This is an optimization exercise on Yosys and OpenROAD, whose aim is small area, a short achievable clock period and few clock cycles per item, not a production implementation. The RTL was checked by simulation tests, not by an equivalence proof against the original design. Power is estimated from default activity; no workload was simulated.

==> design/flow/design.v <==
`default_nettype none
package tps_pkg;
    typedef enum logic [3:0] {
        MUL_AX,    
        MUL_BY,    
        MUL_VV,    
        MUL_TT,    
        MUL_AA,    
        MUL_BB,    
        MUL_ST,    
        MUL_D1,    
        MUL_D2,    
        MUL_LX,    
        MUL_LY     
    } mul_src_t;
    typedef enum logic [1:0] {
        OUT_NONE,
        OUT_IN,
        OUT_PREV,
        OUT_TAIL
    } out_sel_t;
    typedef struct packed {
        logic     latch;
        logic     start;
        mul_src_t src;
        logic     add;
        logic     add_c;
        logic     cap_lhs;
        logic     cap_t2;
        logic     set_ab;
        logic     set_c;
        logic     advance;
        logic     clear_seen;
        logic     out_load;
        out_sel_t out_sel;
        logic     out_acc;
        logic     out_last;
    } tps_cmd_t;
    typedef struct packed {
        logic       mul_done;
        logic       off_break;
        logic       acc_neg;
        logic       eq_prev;
        logic       tail_eq_prev;
        logic       opcode;
        logic [1:0] seen;
        logic       out_free;
    } tps_status_t;
    localparam logic OP_PUSH = 1'b0;
    localparam logic OP_END  = 1'b1;
endpackage
`default_nettype wire
`default_nettype none
module tps_ctrl (
    input  wire                       clk,
    input  wire                       rst_n,
    input  wire                       in_valid,
    output logic                      in_ready,
    input  wire                       second_filter_mode,
    input  wire tps_pkg::tps_status_t st,
    output tps_pkg::tps_cmd_t         cmd
);
    typedef enum logic [23:0] {
        S_IDLE     = 24'h000001,
        S_DISPATCH = 24'h000002,
        S_MWAIT    = 24'h000004,
        S_V_BY     = 24'h000008,
        S_V_C      = 24'h000010,
        S_V_SQ     = 24'h000020,
        S_T_SQ     = 24'h000040,
        S_S_AA     = 24'h000080,
        S_S_BB     = 24'h000100,
        S_R_ST     = 24'h000200,
        S_CMP      = 24'h000400,
        S_D_2      = 24'h000800,
        S_D_CHK    = 24'h001000,
        S_EM_TAIL  = 24'h002000,
        S_EM_PREV  = 24'h004000,
        S_EM_ADV   = 24'h008000,
        S_EM_STAT0 = 24'h010000,
        S_EM_STAT1 = 24'h020000,
        S_EM_FIRST = 24'h040000,
        S_EM_END   = 24'h080000,
        S_LINE_AB  = 24'h100000,
        S_L_AX     = 24'h200000,
        S_L_BY     = 24'h400000,
        S_L_C      = 24'h800000
    } state_t;
    state_t state_reg, state_next;
    state_t ret_reg, ret_next;
    always_ff @(posedge clk or negedge rst_n)
    begin
        if (!rst_n)
        begin
            state_reg <= S_IDLE;
            ret_reg   <= S_IDLE;
        end
        else
        begin
            state_reg <= state_next;
            ret_reg   <= ret_next;
        end
    end
    always_comb
    begin
        state_next = state_reg;
        ret_next   = ret_reg;
        cmd        = '0;
        cmd.src    = tps_pkg::MUL_AX;
        cmd.out_sel = tps_pkg::OUT_NONE;
        in_ready   = 1'b0;
        case (state_reg)
            S_IDLE:
            begin
                in_ready = 1'b1;
                if (in_valid)
                begin
                    cmd.latch  = 1'b1;
                    state_next = S_DISPATCH;
                end
            end
            S_DISPATCH:
            begin
                if (st.opcode == tps_pkg::OP_END)
                    state_next = S_EM_END;
                else if (st.seen == 2'd0)
                    state_next = S_EM_FIRST;
                else if (st.seen == 2'd1)
                    state_next = st.eq_prev ? S_EM_STAT0 : S_EM_STAT1;
                else
                begin
                    cmd.start  = 1'b1;
                    cmd.src    = tps_pkg::MUL_AX;
                    ret_next   = S_V_BY;
                    state_next = S_MWAIT;
                end
            end
            S_MWAIT:
            begin
                if (st.mul_done)
                    state_next = ret_reg;
            end
            S_V_BY:
            begin
                cmd.start  = 1'b1;
                cmd.src    = tps_pkg::MUL_BY;
                cmd.add    = 1'b1;
                ret_next   = S_V_C;
                state_next = S_MWAIT;
            end
            S_V_C:
            begin
                cmd.add_c  = 1'b1;
                state_next = S_V_SQ;
            end
            S_V_SQ:
            begin
                cmd.start  = 1'b1;
                cmd.src    = tps_pkg::MUL_VV;
                ret_next   = S_T_SQ;
                state_next = S_MWAIT;
            end
            S_T_SQ:
            begin
                cmd.cap_lhs = 1'b1;
                cmd.start   = 1'b1;
                cmd.src     = tps_pkg::MUL_TT;
                ret_next    = S_S_AA;
                state_next  = S_MWAIT;
            end
            S_S_AA:
            begin
                cmd.cap_t2 = 1'b1;
                cmd.start  = 1'b1;
                cmd.src    = tps_pkg::MUL_AA;
                ret_next   = S_S_BB;
                state_next = S_MWAIT;
            end
            S_S_BB:
            begin
                cmd.start  = 1'b1;
                cmd.src    = tps_pkg::MUL_BB;
                cmd.add    = 1'b1;
                ret_next   = S_R_ST;
                state_next = S_MWAIT;
            end
            S_R_ST:
            begin
                cmd.start  = 1'b1;
                cmd.src    = tps_pkg::MUL_ST;
                ret_next   = S_CMP;
                state_next = S_MWAIT;
            end
            S_CMP:
            begin
                if (st.off_break)
                    state_next = second_filter_mode ? S_EM_TAIL : S_EM_PREV;
                else if (st.tail_eq_prev)
                    state_next = S_EM_STAT0;
                else
                begin
                    cmd.start  = 1'b1;
                    cmd.src    = tps_pkg::MUL_D1;
                    ret_next   = S_D_2;
                    state_next = S_MWAIT;
                end
            end
            S_D_2:
            begin
                cmd.start  = 1'b1;
                cmd.src    = tps_pkg::MUL_D2;
                cmd.add    = 1'b1;
                ret_next   = S_D_CHK;
                state_next = S_MWAIT;
            end
            S_D_CHK:
            begin
                if (st.acc_neg)
                    state_next = second_filter_mode ? S_EM_TAIL : S_EM_PREV;
                else
                    state_next = S_EM_ADV;
            end
            S_EM_TAIL:
            begin
                if (st.out_free)
                begin
                    cmd.out_load = 1'b1;
                    cmd.out_sel  = tps_pkg::OUT_TAIL;
                    state_next   = S_EM_PREV;
                end
            end
            S_EM_PREV:
            begin
                if (st.out_free)
                begin
                    cmd.out_load = 1'b1;
                    cmd.out_sel  = tps_pkg::OUT_PREV;
                    cmd.out_acc  = !st.eq_prev;
                    cmd.out_last = 1'b1;
                    state_next   = st.eq_prev ? S_IDLE : S_LINE_AB;
                end
            end
            S_EM_ADV:
            begin
                if (st.out_free)
                begin
                    cmd.out_load = 1'b1;
                    cmd.out_last = 1'b1;
                    cmd.advance  = 1'b1;
                    state_next   = S_IDLE;
                end
            end
            S_EM_STAT0:
            begin
                if (st.out_free)
                begin
                    cmd.out_load = 1'b1;
                    cmd.out_last = 1'b1;
                    state_next   = S_IDLE;
                end
            end
            S_EM_STAT1:
            begin
                if (st.out_free)
                begin
                    cmd.out_load = 1'b1;
                    cmd.out_acc  = 1'b1;
                    cmd.out_last = 1'b1;
                    state_next   = S_LINE_AB;
                end
            end
            S_EM_FIRST:
            begin
                if (st.out_free)
                begin
                    cmd.out_load = 1'b1;
                    cmd.out_sel  = tps_pkg::OUT_IN;
                    cmd.out_acc  = 1'b1;
                    cmd.out_last = 1'b1;
                    cmd.advance  = 1'b1;
                    state_next   = S_IDLE;
                end
            end
            S_EM_END:
            begin
                if (st.out_free)
                begin
                    cmd.out_load   = 1'b1;
                    cmd.out_sel    = tps_pkg::OUT_PREV;
                    cmd.out_last   = 1'b1;
                    cmd.clear_seen = 1'b1;
                    state_next     = S_IDLE;
                end
            end
            S_LINE_AB:
            begin
                cmd.set_ab = 1'b1;
                state_next = S_L_AX;
            end
            S_L_AX:
            begin
                cmd.start  = 1'b1;
                cmd.src    = tps_pkg::MUL_LX;
                ret_next   = S_L_BY;
                state_next = S_MWAIT;
            end
            S_L_BY:
            begin
                cmd.start  = 1'b1;
                cmd.src    = tps_pkg::MUL_LY;
                cmd.add    = 1'b1;
                ret_next   = S_L_C;
                state_next = S_MWAIT;
            end
            S_L_C:
            begin
                cmd.set_c   = 1'b1;
                cmd.advance = 1'b1;
                state_next  = S_IDLE;
            end
            default:
            begin
                state_next = S_IDLE;
            end
        endcase
    end
endmodule
`default_nettype wire
`default_nettype none
module tps_dp #(
    parameter int COORD_BITS = 24
) (
    input  wire                          clk,
    input  wire                          rst_n,
    input  wire tps_pkg::tps_cmd_t       cmd,
    output tps_pkg::tps_status_t         st,
    input  wire [15:0]                   offset_threshold,
    input  wire                          in_opcode,
    input  wire signed [COORD_BITS-1:0]  in_x,
    input  wire signed [COORD_BITS-1:0]  in_y,
    output logic                         out_valid,
    input  wire                          out_ready,
    output logic                         out_is_point,
    output logic signed [COORD_BITS-1:0] out_x,
    output logic signed [COORD_BITS-1:0] out_y,
    output logic                         out_accepted,
    output logic                         out_last
);
    localparam int N    = COORD_BITS;
    localparam int AW   = N + 1;
    localparam int CW   = 2 * N + 2;
    localparam int OPW  = (2 * N + 4 > 32) ? 2 * N + 4 : 32;
    localparam int OW   = OPW + 1;
    localparam int PW   = 2 * OPW + 2;
    localparam int NIT  = (OPW + 3) / 4;
    localparam int CNTW = $clog2(NIT);
    logic               op_reg;
    logic signed [N-1:0] px_reg, py_reg;
    logic signed [N-1:0] prev_x_reg, prev_y_reg, tail_x_reg, tail_y_reg;
    logic signed [AW-1:0] a_reg, b_reg;
    logic signed [CW-1:0] c_reg;
    logic [1:0]          seen_reg;
    logic signed [PW-1:0] acc_reg, lhs_reg;
    logic signed [OW-1:0] t2_reg;
    logic [PW-1:0]       ma_reg, prod_reg;
    logic [OPW-1:0]      mb_reg;
    logic                neg_reg, add_reg, busy_reg, fin_reg;
    logic [CNTW-1:0]     cnt_reg;
    logic signed [OW-1:0] op_a, op_b, mag_a, mag_b;
    logic signed [AW-1:0] dx_pt, dy_pt, dx_pp, dy_pp;
    logic signed [PW-1:0] mul_res;
    always_ff @(posedge clk)
    begin
        if (cmd.latch)
        begin
            op_reg <= in_opcode;
            px_reg <= in_x;
            py_reg <= in_y;
        end
        if (cmd.cap_lhs)
            lhs_reg <= acc_reg;
        if (cmd.cap_t2)
            t2_reg <= acc_reg[OW-1:0];
    end
    always_ff @(posedge clk or negedge rst_n)
    begin
        if (!rst_n)
        begin
            prev_x_reg <= '0;
            prev_y_reg <= '0;
            tail_x_reg <= '0;
            tail_y_reg <= '0;
            a_reg      <= '0;
            b_reg      <= '0;
            c_reg      <= '0;
            seen_reg   <= '0;
        end
        else
        begin
            if (cmd.set_ab)
            begin
                a_reg <= AW'(py_reg) - AW'(prev_y_reg);
                b_reg <= AW'(prev_x_reg) - AW'(px_reg);
            end
            if (cmd.set_c)
                c_reg <= CW'(-acc_reg);
            if (cmd.advance)
            begin
                tail_x_reg <= prev_x_reg;
                tail_y_reg <= prev_y_reg;
                prev_x_reg <= px_reg;
                prev_y_reg <= py_reg;
                if (seen_reg != 2'd2)
                    seen_reg <= seen_reg + 2'd1;
            end
            if (cmd.clear_seen)
                seen_reg <= '0;
        end
    end
    assign dx_pp = AW'(prev_x_reg) - AW'(tail_x_reg);
    assign dy_pp = AW'(prev_y_reg) - AW'(tail_y_reg);
    assign dx_pt = AW'(px_reg) - AW'(prev_x_reg);
    assign dy_pt = AW'(py_reg) - AW'(prev_y_reg);
    always_comb
    begin
        case (cmd.src)
            tps_pkg::MUL_AX:  begin op_a = OW'(a_reg); op_b = OW'(px_reg); end
            tps_pkg::MUL_BY:  begin op_a = OW'(b_reg); op_b = OW'(py_reg); end
            tps_pkg::MUL_VV:  begin op_a = acc_reg[OW-1:0]; op_b = acc_reg[OW-1:0]; end
            tps_pkg::MUL_TT:
            begin
                op_a = OW'($signed({1'b0, offset_threshold}));
                op_b = OW'($signed({1'b0, offset_threshold}));
            end
            tps_pkg::MUL_AA:  begin op_a = OW'(a_reg); op_b = OW'(a_reg); end
            tps_pkg::MUL_BB:  begin op_a = OW'(b_reg); op_b = OW'(b_reg); end
            tps_pkg::MUL_ST:  begin op_a = acc_reg[OW-1:0]; op_b = t2_reg; end
            tps_pkg::MUL_D1:  begin op_a = OW'(dx_pp); op_b = OW'(dx_pt); end
            tps_pkg::MUL_D2:  begin op_a = OW'(dy_pp); op_b = OW'(dy_pt); end
            tps_pkg::MUL_LX:  begin op_a = OW'(a_reg); op_b = OW'(prev_x_reg); end
            tps_pkg::MUL_LY:  begin op_a = OW'(b_reg); op_b = OW'(prev_y_reg); end
            default: begin op_a = '0; op_b = '0; end
        endcase
    end
    assign mag_a   = op_a[OW-1] ? -op_a : op_a;
    assign mag_b   = op_b[OW-1] ? -op_b : op_b;
    assign mul_res = neg_reg ? -$signed(prod_reg) : $signed(prod_reg);
    always_ff @(posedge clk or negedge rst_n)
    begin
        if (!rst_n)
        begin
            busy_reg <= 1'b0;
            fin_reg  <= 1'b0;
            cnt_reg  <= '0;
        end
        else
        begin
            fin_reg <= 1'b0;
            if (cmd.start)
            begin
                busy_reg <= 1'b1;
                cnt_reg  <= '0;
            end
            else if (busy_reg)
            begin
                cnt_reg <= cnt_reg + CNTW'(1);
                if (cnt_reg == CNTW'(NIT - 1))
                begin
                    busy_reg <= 1'b0;
                    fin_reg  <= 1'b1;
                end
            end
        end
    end
    always_ff @(posedge clk)
    begin
        if (cmd.start)
        begin
            ma_reg   <= PW'(mag_a[OPW-1:0]);
            mb_reg   <= mag_b[OPW-1:0];
            neg_reg  <= op_a[OW-1] ^ op_b[OW-1];
            add_reg  <= cmd.add;
            prod_reg <= '0;
        end
        else if (busy_reg)
        begin
            prod_reg <= prod_reg + ma_reg * PW'(mb_reg[3:0]);
            ma_reg   <= ma_reg << 4;
            mb_reg   <= mb_reg >> 4;
        end
        if (fin_reg)
            acc_reg <= add_reg ? acc_reg + mul_res : mul_res;
        else if (cmd.add_c)
            acc_reg <= acc_reg + PW'(c_reg);
    end
    always_ff @(posedge clk or negedge rst_n)
    begin
        if (!rst_n)
            out_valid <= 1'b0;
        else if (cmd.out_load)
            out_valid <= 1'b1;
        else if (out_ready)
            out_valid <= 1'b0;
    end
    always_ff @(posedge clk)
    begin
        if (cmd.out_load)
        begin
            out_accepted <= cmd.out_acc;
            out_last     <= cmd.out_last;
            case (cmd.out_sel)
                tps_pkg::OUT_IN:   begin out_is_point <= 1'b1; out_x <= px_reg; out_y <= py_reg; end
                tps_pkg::OUT_PREV:
                begin
                    out_is_point <= 1'b1;
                    out_x        <= prev_x_reg;
                    out_y        <= prev_y_reg;
                end
                tps_pkg::OUT_TAIL:
                begin
                    out_is_point <= 1'b1;
                    out_x        <= tail_x_reg;
                    out_y        <= tail_y_reg;
                end
                default:  begin out_is_point <= 1'b0; out_x <= '0; out_y <= '0; end
            endcase
        end
    end
    assign st.mul_done     = fin_reg;
    assign st.off_break    = lhs_reg > acc_reg;
    assign st.acc_neg      = acc_reg[PW-1];
    assign st.eq_prev      = (px_reg == prev_x_reg) && (py_reg == prev_y_reg);
    assign st.tail_eq_prev = (tail_x_reg == prev_x_reg) && (tail_y_reg == prev_y_reg);
    assign st.opcode       = op_reg;
    assign st.seen         = seen_reg;
    assign st.out_free     = !out_valid || out_ready;
endmodule
`default_nettype wire
`default_nettype none
module track_point_simplifier #(
    parameter int COORD_BITS = 24
) (
    input  wire          clk,
    input  wire          rst_n,
    input  wire                         in_valid,
    output logic                        in_ready,
    input  wire                         in_opcode,
    input  wire signed [COORD_BITS-1:0] in_x,
    input  wire signed [COORD_BITS-1:0] in_y,
    output logic                        out_valid,
    input  wire                         out_ready,
    output logic                        out_is_point,
    output logic signed [COORD_BITS-1:0] out_x,
    output logic signed [COORD_BITS-1:0] out_y,
    output logic                        out_accepted,
    output logic                        out_last,
    input  wire          psel,
    input  wire          penable,
    input  wire          pwrite,
    input  wire [2:0]    paddr,
    input  wire [31:0]   pwdata,
    output logic [31:0]  prdata,
    output logic         pready
);
    localparam logic REG_THRESHOLD = 1'b0;
    localparam logic REG_MODE      = 1'b1;
    logic [15:0] offset_threshold_reg;
    logic        second_filter_mode_reg;
    logic        cfg_write;
    tps_pkg::tps_cmd_t    cmd;
    tps_pkg::tps_status_t st;
    assign pready    = 1'b1;
    assign cfg_write = psel && penable && pwrite;
    always_ff @(posedge clk or negedge rst_n)
    begin
        if (!rst_n)
        begin
            offset_threshold_reg   <= '0;
            second_filter_mode_reg <= 1'b0;
        end
        else if (cfg_write)
        begin
            case (paddr[2])
                REG_THRESHOLD: offset_threshold_reg   <= pwdata[15:0];
                REG_MODE:      second_filter_mode_reg <= pwdata[0];
                default:       offset_threshold_reg   <= offset_threshold_reg;
            endcase
        end
    end
    always_comb
    begin
        case (paddr[2])
            REG_THRESHOLD: prdata = {16'd0, offset_threshold_reg};
            REG_MODE:      prdata = {31'd0, second_filter_mode_reg};
            default:       prdata = '0;
        endcase
    end
    tps_ctrl u_ctrl (
        .clk                (clk),
        .rst_n              (rst_n),
        .in_valid           (in_valid),
        .in_ready           (in_ready),
        .second_filter_mode (second_filter_mode_reg),
        .st                 (st),
        .cmd                (cmd)
    );
    tps_dp #(
        .COORD_BITS (COORD_BITS)
    ) u_dp (
        .clk              (clk),
        .rst_n            (rst_n),
        .cmd              (cmd),
        .st               (st),
        .offset_threshold (offset_threshold_reg),
        .in_opcode        (in_opcode),
        .in_x             (in_x),
        .in_y             (in_y),
        .out_valid        (out_valid),
        .out_ready        (out_ready),
        .out_is_point     (out_is_point),
        .out_x            (out_x),
        .out_y            (out_y),
        .out_accepted     (out_accepted),
        .out_last         (out_last)
    );
endmodule
`default_nettype wire
==> design/flow/run.sh <==
#!/bin/bash
# synth_recipe.tcl (not shown) runs the flow's synth.tcl, then flattens the netlist and writes it again
# the make line also repeats each setting of config.mk as NAME=value (left out here)
make -C /OpenROAD-flow-scripts/flow DESIGN_CONFIG=/design/flow/config.mk WORK_HOME=/design/flow/orfs CLKGATE_MAP_FILE= SYNTH_SCRIPT=/design/flow/synth_recipe.tcl finish
==> design/flow/config.mk <==
export PLATFORM = sky130hd
export DESIGN_NAME = track_point_simplifier
export DESIGN_NICKNAME = track_point_simplifier
export VERILOG_FILES = /design/flow/design.v
export SDC_FILE = /design/flow/constraint.sdc
export NUM_CORES = 4
export LEC_CHECK = 0
export CAP_MARGIN = 20
export CORE_MARGIN = 2
export CORE_UTILIZATION = 40
export SLEW_MARGIN = 20
==> design/flow/constraint.sdc <==
create_clock -name core_clock -period 10.0 [get_ports {clk}]
set_input_delay 2.0000 -clock core_clock [delete_from_list [all_inputs] [get_ports {clk}]]
set_output_delay 2.0000 -clock core_clock [all_outputs]
set_load 0.01 [all_outputs]
==> flow_results.org <==
** Outcome
- Status :: complete, no violations

** STA
- Clock skew on the completed layout was measured at 0.0775 ns.
- At the pin with the least slew margin, the transition time is approximately 1.2 ns.
- Summed over all failing endpoints, the final setup total negative slack is 0 ns.
- Final period demand of the worst path :: 8.95 ns
- Fin Hold WS :: 0.470 ns
- The final number of hold-violating endpoints is 0.
- Setup repair after global routing left no endpoint under its margin.
- The final-report max-slew violation count is 0.
- Share of the clock period used by the worst path :: 89.5%
- Relative slew slack :: 16.5%
- For this run, the top clock speed supported by timing is between 0.1 and 0.15 GHz.
- Setup violators final :: 0

** Worst hold path
- In this run the worst hold path is classified as register to register.
- Hold Path Stages :: 2

** Global route
- The total overflow left after global routing is 0.
- The first global-routing pass estimated 425,000 µm of wire.
- Number of antenna violations at the first check in global routing :: 12
- Largest net degree at the start of global routing :: ~150
- Number of global-route vias before repair :: 68.1k
- In the global route stage, overall resource usage came out at 27.8%.

** Critical path
- STA classifies the critical path endpoint as a register.
- Arrival time at the worst endpoint :: 9.55 ns
- Kind of critical path :: register to register
- For flop-to-flop paths, the worst setup slack is 1.05 ns.
- Nature of the critical path startpoint :: register
- Slowest stage cell on the critical path :: sky130_fd_sc_hd__or4_1
- Series of cell instances along the critical path :: or4_1, or4_1, or4b_1, or4_1, or3_1, nor3_2, nand3_1, o31ai_1, xnor2_1, ha_1, nand2_1, or4_1, a31oi_1, o21ai_0, a2111oi_0, buf_4, o21a_1, a41o_1, o221a_2, a221o_1, a21o_1, or4b_2, mux2_2, o221ai_1
- In this design, the stage delay of the slowest critical-path cell is between 0.6 and 0.7 ns.
- Count of cells along the worst register-to-register path :: 24
- Among the stages of the critical path, the cell type that occurs most often is sky130_fd_sc_hd__or4_1.
- Max FO, Critical Path :: 7
- Required @ worst endpoint :: 10.61 ns

** Final layout
- Leaving out fill and tap cells, the most frequent cell in the layout is sky130_fd_sc_hd__nand2_1.
- In the final design database the tool counted 9,987 nets.
- Combined area of the multi-input logic cells :: 0.0510 mm²
- Number of fill cells :: about 19k
- Compared with the post-synthesis result, the final layout area differs by 10.3%.
- Leading cell types in the layout, fill and taps excluded :: 1,198 x sky130_fd_sc_hd__nand2_1, 708 x sky130_fd_sc_hd__o21ai_0, 615 x sky130_fd_sc_hd__inv_1
- Flip-flop and latch area :: between 0.02 and 0.025 mm²
- Final core utilization :: 44.5%
- Fraction of layout instances using a drive strength above 1 :: 5.40%

** Clock network
- # H-tree levels :: 3
- The clock reaches the later pin of the worst-skew pair after 0.82 ns.
- Counting along the longest clock path gives a buffer depth of 3.
- Clock-pin slew was measured on the worst setup and hold paths at 0.06 ns.
- After clock tree synthesis, the setup repair step added 0 buffers.
- The number of gates resized after CTS was 0.
- Clock buffer count from CTS :: 109
- For this design, the CTS-stage hold fixing added 0 buffers.
- TritonCTS built the clock tree.
- CTS root buffer :: sky130_fd_sc_hd__clkbuf_16
- For this design, the sink count on the clock tree is about 890.

** Logic synthesis
- After technology mapping, the gate count stands at 9,091.
- Each instance of the synthesized netlist takes up on average ~8.7 µm².
- Flip-flop and latch count after synthesis :: 889
- Number of distinct standard cells referenced by the synthesized netlist :: ~110
- Register area share after synthesis :: 30.2%
- Most frequently used flop master after synthesis :: sky130_fd_sc_hd__edfxtp_1
- Largest cells by area after synthesis :: sky130_fd_sc_hd__edfxtp_1 18%, sky130_fd_sc_hd__ha_1 8.8%, sky130_fd_sc_hd__dfrtp_1 8.1%
- Total standard cell area after synthesis :: 0.0787 mm²
- Area leader, netlist :: sky130_fd_sc_hd__edfxtp_1
- Share of the synthesized area in the top cell type :: 18.0%
- The Yosys step of the flow raised 3 warnings.
- Counting flops with a built-in enable in the synthesized netlist gives 471.
- For this run, asynchronously set or reset flops after synthesis account for between 20 and 30%.

** Placed design
- Port bufs :: between 100 and 150
- Once detailed placement completed, the half-perimeter wirelength came to 221,000 µm.
- Routability Congestion :: roughly 1.0

** Drt
- The detailed router placed 70.3k vias in this run.
- In the final routed layout, each cell accounts on average for 24.2 µm.
- Number of violations reported at the end of detailed-routing iteration 0 :: 7,038
- Final wirelength :: 285,000 µm
- Before antenna repair, the detailed router went through 9 iterations.
- In this run the remaining antenna-violating nets after routing total 0.
- Via density per instance :: 5.98
- For this run, design rule violations remaining after detail routing come to 0.

** Run
- Across the run, the number of max-cap violations was 0.

** Floorplan
- Row Count :: 162
- Floorplan die height :: 448 µm
- The die covers 0.200 mm².
- Horizontal die dimension :: 448 µm
- Count of pins on the block boundary :: around 180
- The core region is 0.195 mm².
- For this configuration, the core starts out at a cell density of between 40% and 50%.

** Pwr
- The analysis attributes to cell leakage a power of 37.9 nW.
- VDD IR-drop max :: 0.205 mV
- In this run the power spent charging and discharging nets is 0.0119 W.
- The internal portion of the total power is 0.0125 W.
- Per report_power, the combinational group accounts for 59.8% of the total.
- Power share of the clock group :: 17.9%
- Net switching is approximately half of the power.
- Power comes to 0.0244 W.
- Power spread over the standard cell area amounts to 281 mW/mm².
- Flop pwr share :: 22.3%
==> cells by family (layout without fill, tap and decap cells) <==
family / Yosys count / count (layout) / synth area share, %
AND/OR/NAND/NOR: 2881 / 2881 / 17.3
AO/OA/AOI/OAI: 2542 / 2542 / 20.9
buffers and inverters: 1099 / 1117 / 5.39
flip-flops: 889 / 889 / 30.2
adder cells (fa/ha/maj): 869 / 869 / 16.8
XOR/XNOR: 620 / 620 / 6.90
multiplexers: 189 / 189 / 2.46
other: 2 / 22 / 0.00954
==> final cells by class <==
| type | count | share of cell area [%] |
|---|---|---|
| Antenna cell | 5 | 0.0144 |
| Clock buffer | 146 | 3.59 |
| Clock inverter | 62 | 0.883 |
| Inverter | 621 | 2.69 |
| Multi-Input combinational cell | 7118 | 58.7 |
| Sequential cell | 889 | 27.4 |
| Tap cell | 2624 | 3.78 |
| Timing Repair Buffer | 288 | 2.93 |
==> cell usage after synthesis, types with 48 or more instances <==
cell type / n
sky130_fd_sc_hd__a211oi_1: 77
sky130_fd_sc_hd__a21o_1: 279
sky130_fd_sc_hd__a21oi_1: 585
sky130_fd_sc_hd__a221oi_1: 51
sky130_fd_sc_hd__a222oi_1: 78
sky130_fd_sc_hd__a22oi_1: 60
sky130_fd_sc_hd__a31oi_1: 76
sky130_fd_sc_hd__and2_1: 175
sky130_fd_sc_hd__and3_1: 69
sky130_fd_sc_hd__clkbuf_1: 428
sky130_fd_sc_hd__dfrtp_1: 256
sky130_fd_sc_hd__dfxtp_1: 160
sky130_fd_sc_hd__edfxtp_1: 471
sky130_fd_sc_hd__fa_1: 315
sky130_fd_sc_hd__ha_1: 554
sky130_fd_sc_hd__inv_1: 616
sky130_fd_sc_hd__mux2i_1: 154
sky130_fd_sc_hd__nand2_1: 1200
sky130_fd_sc_hd__nand2b_1: 78
sky130_fd_sc_hd__nand3_1: 170
sky130_fd_sc_hd__nand4_1: 146
sky130_fd_sc_hd__nor2_1: 527
sky130_fd_sc_hd__nor2b_1: 102
sky130_fd_sc_hd__nor3_1: 140
sky130_fd_sc_hd__nor4_1: 63
sky130_fd_sc_hd__o211ai_1: 123
sky130_fd_sc_hd__o21a_1: 48
sky130_fd_sc_hd__o21ai_0: 710
sky130_fd_sc_hd__o21bai_1: 76
sky130_fd_sc_hd__o31ai_1: 67
sky130_fd_sc_hd__or3_1: 53
sky130_fd_sc_hd__xnor2_1: 412
sky130_fd_sc_hd__xor2_1: 208
==> per-layer routing <==
metal	vias up	part of all wire [%]	routed length [µm]	GRT usage [%]
met2	2893	45	128000	44.6
met3	694	7.6	21800	4.33
li1	32500	-	-	-
met1	34200	42	118000	36.3
met4	8	5.9	16900	14.3
met5	-	0.016	45	0
==> worst paths after layout <==
| path | end | from |
|---|---|---|
| min | u_ctrl.ret_reg[11] | u_ctrl.ret_reg[11] |
| min reg2reg | u_ctrl.ret_reg[11] | u_ctrl.ret_reg[11] |
| min in group asynchronous | u_dp.prev_x_reg[4] | rst_n |
| max | u_dp.acc_reg[102] | u_dp.prod_reg[33] |
| max reg2reg | u_dp.acc_reg[102] | u_dp.prod_reg[33] |
| max in group asynchronous | u_dp.a_reg[20] | rst_n |
==> per-stage QoR <==
| step | std cells | area (µm²) | setup WS (ns) |
|---|---|---|---|
| detailed placement | 11500 | 82900 | 1.19 |
| finish | 11800 | 86800 | 1.05 |
| floorplan | 9106 | 78800 | 2.57 |
| global placement | 11500 | 82900 | 1.33 |
| global route | 11700 | 86800 | 0.778 |
| CTS | 11700 | 86800 | 1.18 |
==> power groups by stage <==
stage	Combinational, W	Sequential [W]	Clock, W
after floorplan	0.0102	0.00504	0
after global placement	0.0140	0.00546	0
after detailed placement	0.0141	0.00547	0
after CTS	0.0143	0.00540	0.00443
after global routing	0.0159	0.00549	0.00456
final	0.0146	0.00544	0.00435
==> critical path: cells and delay by family (launching register included) <==
| family | cells | cell delay (ns) |
|---|---|---|
| flip-flops | 1 | 0.38 |
| AND/OR/NAND/NOR | 10 | 4.62 |
| XOR/XNOR | 1 | 0.14 |
| buffers and inverters | 1 | 0.22 |
| AO/OA/AOI/OAI | 10 | 2.68 |
| multiplexers | 1 | 0.30 |
| adder cells (fa/ha/maj) | 1 | 0.43 |
Testbench counts, summed over its fixed seeds: cycles 496,609, items 4,144.

[re-timing with driven ports]
In the flow no input, the clock included, has a driving cell. The finished layout below was timed again as built, in two steps. Step 1, drivers: a clkbuf_16 drives clk and a buf_2 each remaining input, both assumed. Step 2, shift: input delay + t, output delay - t, t = (earliest + latest rising clock arrival at the registers) / 2. This alone moves slack from input paths to output paths. Slacks: no drivers / after step 1 / after step 2; pairs: no drivers / after step 1.
t (ns): 0.863
setup slack, ns: 1.055 / 1.055 / 1.055
pins driven straight from the clock port: 1
After both steps setup and hold are still met in this run. For this run, drivers alone change the setup slack by 0.000 ns; drivers and shift together by 0.000 ns.
